Source: an optimization exercise on an open RTL-to-GDS flow (aim: small area, a short achievable clock period and few clock cycles). Production flows keep margins and buffers that such runs may drop. Only simulation tests tie the RTL to the original design; equivalence was not proved. Power and IR drop assume default switching activity.

==> design.v <==
package csr_nfa_pkg;
	typedef logic [8-1:0] symbol_t;
	typedef logic [24-1:0] state_idx_t;
	typedef logic [16-1:0] line_addr_t;
	typedef logic [128-1:0] mem_line_t;
	typedef logic [4-1:0] lane_mask_t;
	typedef enum logic [1:0] {scan_wait_char, scan_probe, scan_visit, scan_swap} scan_state_e;
	typedef enum logic [2:0] {fetch_idle, fetch_ptr_read, fetch_ptr_wait, fetch_ptr_second,
		fetch_edge_read, fetch_edge_wait} fetch_state_e;
	function automatic logic [32-1:0] lane_word(input mem_line_t line,
		input logic [1:0] lane);
		lane_word = line[128-1-lane*32 -: 32];
	endfunction
endpackage
`timescale 1ns/1ns
module csr_nfa_top
(
	input logic clk,
	input logic reset,
	input csr_nfa_pkg::state_idx_t num_states,
	output logic char_ready,
	input logic char_valid,
	input csr_nfa_pkg::symbol_t char_a,
	input csr_nfa_pkg::symbol_t char_b,
	output logic rd_en,
	output csr_nfa_pkg::line_addr_t rd_addr,
	input csr_nfa_pkg::mem_line_t rd_data,
	output logic accept_a,
	output logic accept_b
);
	localparam int NS = 64;    
	localparam int NL = NS / 4 + 1;         
	localparam int PW = 18;                 
	function automatic logic [4:0] low17(input logic [NL-1:0] v);
		low17 = 5'd0;
		for (int i = NL - 1; i >= 0; i--)
			if (v[i])
				low17 = 5'(i);
	endfunction
	function automatic logic [NL-1:0] need_lines(input logic [NS-1:0] u);
		logic [NS+4:0] ext;
		ext = {4'b0, u, 1'b0};
		for (int g = 0; g < NL; g++)
			need_lines[g] = |ext[4*g +: 5];
	endfunction
	logic [6:0] n_q;
	logic [6:0] n1_q;
	logic [5:0] nm1_q;
	always_ff @(posedge clk)
		if (reset)
		begin
			n_q <= num_states[6:0];
			n1_q <= num_states[6:0] + 7'd1;
			nm1_q <= num_states[5:0] - 6'd1;
		end
	logic running;
	csr_nfa_pkg::symbol_t ca_q;
	csr_nfa_pkg::symbol_t cb_q;
	logic [NS-1:0] cur_a;
	logic [NS-1:0] cur_b;
	logic [NS-1:0] nxt_a;
	logic [NS-1:0] nxt_b;
	logic [NL-1:0] pend;
	logic [4:0] widx;
	logic pv;
	logic [3:0] pfa;
	logic [3:0] pfb;
	logic [PW-1:0] hp [5];
	logic [3:0] rem_a;
	logic [3:0] rem_b;
	logic [3:0] acc_pa;
	logic [3:0] acc_pb;
	logic busy;
	logic [15:0] s_line;
	logic [15:0] s_last;
	logic [1:0] s_fl;
	logic [1:0] s_ll;
	logic s_first;
	logic s_a;
	logic s_b;
	logic ev;
	logic [3:0] em;
	logic et_a;
	logic et_b;
	logic [3:0] lm_a;
	logic [3:0] lm_b;
	logic [5:0] lt [4];
	logic [6:0] cnt_a;
	logic [6:0] cnt_b;
	logic [3:0] rem;
	logic rem_single;
	logic ptr_go;
	logic e_go;
	logic s_is_last;
	logic seq_load;
	logic taken;
	assign rem = rem_a | rem_b;
	assign rem_single = (rem & (rem - 4'd1)) == 4'd0;
	assign ptr_go = (|pend) && !pv && ((rem == 4'd0) || (rem_single && !busy));
	assign e_go = busy && !ptr_go;
	assign s_is_last = (s_line == s_last);
	assign seq_load = (|rem) && (!busy || (s_is_last && e_go));
	assign taken = ptr_go && (running || char_valid);
	assign rd_en = ptr_go || busy;
	assign rd_addr = ptr_go ? {11'd0, widx} : s_line;
	assign char_ready = !running;
	logic [NS-1:0] hit_a;
	logic [NS-1:0] hit_b;
	always_comb
	begin
		hit_a = '0;
		hit_b = '0;
		for (int l = 0; l < 4; l++)
		begin
			if (lm_a[l])
				hit_a[lt[l]] = 1'b1;
			if (lm_b[l])
				hit_b[lt[l]] = 1'b1;
		end
	end
	logic [NS-1:0] new_a;
	logic [NS-1:0] new_b;
	logic quiet;
	assign new_a = nxt_a | hit_a;
	assign new_b = nxt_b | hit_b;
	assign quiet = running && (pend == '0) && !pv && (rem == 4'd0) && !busy && !ev
		&& (acc_pa == 4'd0) && (acc_pb == 4'd0) && (cnt_a <= 7'd1) && (cnt_b <= 7'd1);
	always_ff @(posedge clk)
	begin
		if (char_valid && !running)
		begin
			ca_q <= char_a;
			cb_q <= char_b;
		end
	end
	logic [NL-1:0] pend_step;
	logic [NL-1:0] pend_rest;
	assign pend_step = need_lines(new_a | new_b);
	assign pend_rest = pend & (pend - 1'b1);
	always_ff @(posedge clk)
	begin
		if (reset)
		begin
			running <= 1'b0;
			cur_a <= NS'(1);
			cur_b <= NS'(1);
			nxt_a <= '0;
			nxt_b <= '0;
			pend <= NL'(1);
			widx <= 5'd0;
		end
		else
		begin
			if (!running && char_valid)
				running <= 1'b1;
			if (quiet)
			begin
				running <= 1'b0;
				cur_a <= new_a;
				cur_b <= new_b;
				nxt_a <= '0;
				nxt_b <= '0;
				pend <= pend_step;
				widx <= low17(pend_step);
			end
			else
			begin
				nxt_a <= new_a;
				nxt_b <= new_b;
				if (taken)
				begin
					pend <= pend_rest;
					widx <= low17(pend_rest);
				end
			end
		end
	end
	logic [NS+3:0] ext_a;
	logic [NS+3:0] ext_b;
	assign ext_a = {3'b0, cur_a, 1'b0};
	assign ext_b = {3'b0, cur_b, 1'b0};
	logic [PW-1:0] lane_p [4];
	logic [3:0] p_eq;
	always_comb
	begin
		for (int l = 0; l < 4; l++)
			lane_p[l] = rd_data[128-1-32*l-14 -: PW];
		p_eq[0] = (hp[4] == lane_p[0]);
		for (int l = 1; l < 4; l++)
			p_eq[l] = (lane_p[l-1] == lane_p[l]);
	end
	logic [3:0] ld_oh;
	logic [PW-1:0] ld_lo;
	logic [PW-1:0] ld_hi;
	logic [PW-1:0] ld_start;
	logic [PW-1:0] ld_end;
	assign ld_oh = rem & (~rem + 4'd1);
	always_comb
	begin
		ld_lo = '0;
		ld_hi = '0;
		for (int i = 0; i < 4; i++)
			if (ld_oh[i])
			begin
				ld_lo = hp[i];
				ld_hi = hp[i+1];
			end
	end
	assign ld_start = ld_lo + PW'(n1_q);
	assign ld_end = ld_hi + PW'(n_q);
	always_ff @(posedge clk)
	begin
		if (reset)
		begin
			pv <= 1'b0;
			rem_a <= '0;
			rem_b <= '0;
			acc_pa <= '0;
			acc_pb <= '0;
			busy <= 1'b0;
		end
		else
		begin
			pv <= taken;
			if (taken)
			begin
				pfa <= ext_a[4*widx +: 4];
				pfb <= ext_b[4*widx +: 4];
			end
			acc_pa <= '0;
			acc_pb <= '0;
			if (pv)
			begin
				hp[0] <= hp[4];
				for (int l = 0; l < 4; l++)
					hp[l+1] <= lane_p[l];
				rem_a <= pfa & ~p_eq;
				rem_b <= pfb & ~p_eq;
				acc_pa <= pfa & p_eq;
				acc_pb <= pfb & p_eq;
			end
			else if (seq_load)
			begin
				rem_a <= rem_a & ~ld_oh;
				rem_b <= rem_b & ~ld_oh;
			end
			if (seq_load)
			begin
				busy <= 1'b1;
				s_line <= ld_start[PW-1:2];
				s_fl <= ld_start[1:0];
				s_last <= ld_end[PW-1:2];
				s_ll <= ld_end[1:0];
				s_first <= 1'b1;
				s_a <= |(rem_a & ld_oh);
				s_b <= |(rem_b & ld_oh);
			end
			else if (e_go)
			begin
				s_line <= s_line + 16'd1;
				s_first <= 1'b0;
				if (s_is_last)
					busy <= 1'b0;
			end
		end
	end
	always_ff @(posedge clk)
	begin
		if (reset)
			ev <= 1'b0;
		else
			ev <= e_go;
		for (int l = 0; l < 4; l++)
			em[l] <= (!s_first || (2'(l) >= s_fl)) && (!s_is_last || (2'(l) <= s_ll));
		et_a <= s_a;
		et_b <= s_b;
	end
	always_ff @(posedge clk)
	begin
		logic [32-1:0] w;
		logic ok;
		for (int l = 0; l < 4; l++)
		begin
			w = csr_nfa_pkg::lane_word(rd_data, 2'(l));
			ok = !reset && ev && em[l] && (w[23:6] == '0) && (w[5:0] <= nm1_q);
			lm_a[l] <= ok && et_a && (w[31:24] == ca_q);
			lm_b[l] <= ok && et_b && (w[31:24] == cb_q);
			lt[l] <= w[5:0];
		end
	end
	function automatic logic [2:0] pop4(input logic [3:0] v);
		pop4 = 3'(v[0]) + 3'(v[1]) + 3'(v[2]) + 3'(v[3]);
	endfunction
	always_ff @(posedge clk)
	begin
		if (reset)
		begin
			cnt_a <= '0;
			cnt_b <= '0;
			accept_a <= 1'b0;
			accept_b <= 1'b0;
		end
		else
		begin
			accept_a <= (cnt_a != '0);
			accept_b <= (cnt_b != '0);
			cnt_a <= cnt_a - 7'(cnt_a != '0) + 7'(pop4(acc_pa));
			cnt_b <= cnt_b - 7'(cnt_b != '0) + 7'(pop4(acc_pb));
		end
	end
endmodule
==> run.sh <==
#!/bin/bash
# synth_recipe.tcl (not shown) runs the flow's synth.tcl, then flattens the netlist and writes it again
# the make line also repeats each setting of config.mk as NAME=value (left out here)
make -C /OpenROAD-flow-scripts/flow DESIGN_CONFIG=/design/flow/config.mk WORK_HOME=/design/flow/orfs CLKGATE_MAP_FILE= SYNTH_SCRIPT=/design/flow/synth_recipe.tcl finish
==> config.mk <==
export PLATFORM = sky130hd
export DESIGN_NAME = csr_nfa_top
export DESIGN_NICKNAME = csr_nfa_top
export VERILOG_FILES = /design/flow/design.v
export SDC_FILE = /design/flow/constraint.sdc
export NUM_CORES = 4
export LEC_CHECK = 0
export ABC_AREA = 1
export CAP_MARGIN = 20
export CELL_PAD_IN_SITES_DETAIL_PLACEMENT = 1
export CELL_PAD_IN_SITES_GLOBAL_PLACEMENT = 2
export CORE_MARGIN = 2
export CORE_UTILIZATION = 35
export SLEW_MARGIN = 20
==> constraint.sdc <==
create_clock -name core_clock -period 10.0 [get_ports {clk}]
set_input_delay 2.0000 -clock core_clock [delete_from_list [all_inputs] [get_ports {clk}]]
set_output_delay 2.0000 -clock core_clock [all_outputs]
set_load 0.01 [all_outputs]
==> notes.md <==
Slew headroom: 12.7%
Leak: 14.8 nW
Skew final: 0.0370 ns
Max incr delay on CP: 0.62 ns
Crit end category: primary output
Routed wire per std cell: 25.9 um
Die height: 300 um
Routed Antenna Nets: 0
Total CTS buffers: 67
Hold/Removal Path Class: register to register
Root Driver: clkbuf_16
CP Capture Point: rd_addr[2]
Yosys warns: 4
Die width: 300 um
Hold Crit Depth: 2
CP arrival: 3.98 ns
Post-synth EDFFs: 172
Critical Path RT: 8.00 ns
Worst Tran Pin Value: 1.30 ns
Total GRT Usage: 30.9%
Max cap viols: 0
Kind of start point of the critical path: register
Ys flop type: dfxtp_1
Syn nets: 4380
Ports: 191
Crit Path Category: register to primary output
Slew Viols, Final: 0
Worst R2R Path Depth: 24
Setup tns final: 0 ns
Initial antenna violation count: 4
Count of final hold-check violations: 0
Register area share after synthesis: 39.7%
Crit path from: pend[0]
Post-synthesis instance area: 0.0308 mm2
Synth top area share: 22.9%
WP depth: 18
Hold Worst Slack: 0.459 ns
Area Overhead vs Synth: 15.8%
Cts repair resizes: 0
GPL Wtd Cong: 0.892
Pin count of the biggest net entering global routing: 105
Initial Utilization: 35.4%
Buf/Inv on CP: 3
Critical path's top delay family: simple AND/OR/NAND/NOR gates
Area leader, netlist: dfxtp_1
RSZ-0062 raised after global routing: false
CTS tree: built
# diodes: 0
Async SR Flop Fraction: 0%
PwrDens: 212 mW/mm2
Peak supply drop: 0.225 mV
CP dominant cell by count: nand2_1
Total core area: 0.0869 mm2
Die area: 0.0903 mm2
Post-CTS setup buffers: 0
Reg-to-Reg End: s_last[15]
Clock tree buffer depth: 3
# DRC: 0
Htree depth: 3
Worst-Skew Late Latency: 0.63 ns
CTS Sinks: 524
Vias: 30104
Yosys reg bits: 524
Row cnt: 108
Hold-fix buffers at CTS: 0
Finish-stage setup viols: 0
Clk pin slew, worst setup/hold paths: 0.06 ns
Vias per Instance: 5.56
CP max stage cell: clkdlybuf4s50_1
First-pass GRT wire length: 206 mm
Crit Reg-Reg Startpoint: rem_a[0]
Outcome: complete, no violations
Drt first pass iters: 6
Worst Path Max Fanout: 24
Fmax: 0.167 GHz
Share of post-route cells with drive strength above 1: 6.48%
R2R setup slack: 4.89 ns
I/O Buffers: 173
Initial DRC count: 2404
Syn_area_per_cell: 7.49 um2
Unique masters post-synth: 67
Final wirelength: 140 mm
Dpl hpwl: 102 mm
Top post-synthesis cells by area: dfxtp_1 23%, edfxtp_1 17%, nand2_1 8.1%, inv_1 7.4%, nor2_1 6.2%
Post-Synthesis Cells: 4108
Critical path cell sequence: nor2_2, nand2_1, nor2_2, nand2_1, nor2_2, nand2_1, inv_1, nand2_1, nor2_2, nand2_1, nor2_4, nand4_1, nor2_1, inv_2, nand2_2, nand2_1, o21ai_0, clkdlybuf4s50_1
Period utilization: 59.8%
Vias in the first global route: 30401
Gr ovfl total: 0
Nets: 4483
Fin crit period: 5.98 ns
==> worst min-delay path, delay by kind of cell (launching register included) <==
kind	cells	cell delay, ns
DFF	1	0.29
AOI/OAI and AO/OA	1	0.05
buffers and inverters	1	0.06
==> synth_stat cells (93+ instances only) <==
| cell | instances |
|---|---|
| dfxtp_1 | 352 |
| inv_1 | 608 |
| a21oi_1 | 168 |
| nand3_1 | 219 |
| nand2_1 | 660 |
| o211ai_1 | 170 |
| o21ai_0 | 195 |
| ha_1 | 93 |
| nor2_1 | 508 |
| clkbuf_1 | 109 |
| edfxtp_1 | 172 |
| nand4_1 | 137 |
==> per-layer routing <==
metal	wire length (um)	vias up	GRT usage, %
met5	13	-	0
met4	5040	2	10.6
met3	7290	250	3.58
met2	62400	911	49.4
met1	65400	14833	43.0
li1	-	14108	-
==> cells in the final DEF, fill, tap and decap left out, drive strengths merged, types with 21 or more instances in the layout <==
cell type / count
a221oi: 23
inv: 634
nor4: 63
clkdlybuf4s50: 172
nor2: 524
xor2: 67
nand2: 677
dfxtp: 352
o211ai: 170
ha: 93
o221ai: 22
a21oi: 169
xnor2: 45
nor3: 51
clkbuf: 101
nand4: 137
buf: 73
a31oi: 21
a2111oi: 22
o22ai: 61
edfxtp: 172
o21ai: 208
a211oi: 27
nand3: 222
a22oi: 25
==> cell type report <==
| cell class | count | area, um2 |
|---|---|---|
| inverter | 636 | 2390 |
| fill | 10688 | 51300 |
| tap | 1155 | 1450 |
| sequential | 524 | 12200 |
| multi-input combinational | 2737 | 15200 |
| clock buffer | 101 | 1960 |
| timing repair buffer | 245 | 2270 |
| clock inverter | 19 | 141 |
==> registers in the layout (all words and copies together) (netlist names), 5 cells and up <==
signal / count
cnt_a: 7
cur_a: 64
nxt_a: 64
hp: 90
nm1_q: 6
cnt_b: 7
lt: 24
cb_q: 8
n1_q: 6
pend: 17
ca_q: 8
widx: 5
nxt_b: 64
s_last: 16
s_line: 16
cur_b: 64
n_q: 7
==> worst min path at each step <==
| stage | slack, ns | start | endpoint |
|---|---|---|---|
| after floorplan | 0.32 | s_a | et_a |
| after global placement | 0.44 | hp[4][9] | hp[0][9] |
| after detailed placement | 0.45 | hp[4][9] | hp[0][9] |
| after CTS | 0.45 | hp[4][9] | hp[0][9] |
| after global routing | 0.49 | cur_b[40] | cur_b[40] |
| final | 0.46 | cur_a[56] | cur_a[56] |
==> power breakdown <==
group          leakage [nW]  switching, mW  internal [mW]
sequential             4.46          0.193           2.51
clock                  1.02           1.01           1.36
combinational          9.37           1.67          0.805
==> through the flow <==
step | power (mW) | util (%) | cells | setup WS (ns) | area, um2
3_3_place_gp | 5.22 | 38.6 | 5297 | 4.63 | 33500
5_1_grt | 8.00 | 41.0 | 5417 | 3.56 | 35600
6_report | 7.55 | 41.0 | 5417 | 4.02 | 35600
3_5_place_dp | 5.25 | 38.6 | 5297 | 4.59 | 33500
2_1_floorplan | 4.23 | - | 4108 | 4.41 | 30800
4_1_cts | 7.64 | 41.0 | 5417 | 3.91 | 35600
==> kinds of logic (layout without fill, tap and decap cells) <==
logic type                 count (synthesis)  in the layout  synth area share (%)
buffers and inverters                    847           1001                  11.0
adders and majority gates                101            101                  4.30
DFF                                      524            524                  39.7
and+or+nand+nor                         1714           1714                  24.8
xor gates and xnor gates                 112            112                  3.19
muxes                                      1              1                0.0366
AOI/OAI and AO/OA                        809            809                  16.9
Testbench counts, summed over its fixed seeds: cycles 111,721.

-- separate check: timing with driven ports --
Ports are ideal in the flow. The routed layout listed here was re-timed in OpenROAD. Step 1 (the two cells are an assumption about what drives the block):
set clk [get_ports {clk}]
set_driving_cell -lib_cell sky130_fd_sc_hd__clkbuf_16 $clk
set_driving_cell -lib_cell sky130_fd_sc_hd__buf_2 [delete_from_list [all_inputs] $clk]
Step 2 moves the port delays by t, midway between the first and last clock arrival at a register: inputs arrive t later, outputs are due t later. That takes back most of the time a late clock gives input paths. Three values: ideal ports, drivers, drivers and shift; two values: the first two.
t (ns): 0.696
setup WS [ns]: 4.020 / 3.941 / 4.637
worst setup path at the end: register to output
worst data-port slew with drivers (ns): 0.06
After both steps setup and hold are still met in this run. For this run, drivers alone change the setup slack by -0.079 ns; drivers and shift together by +0.617 ns.
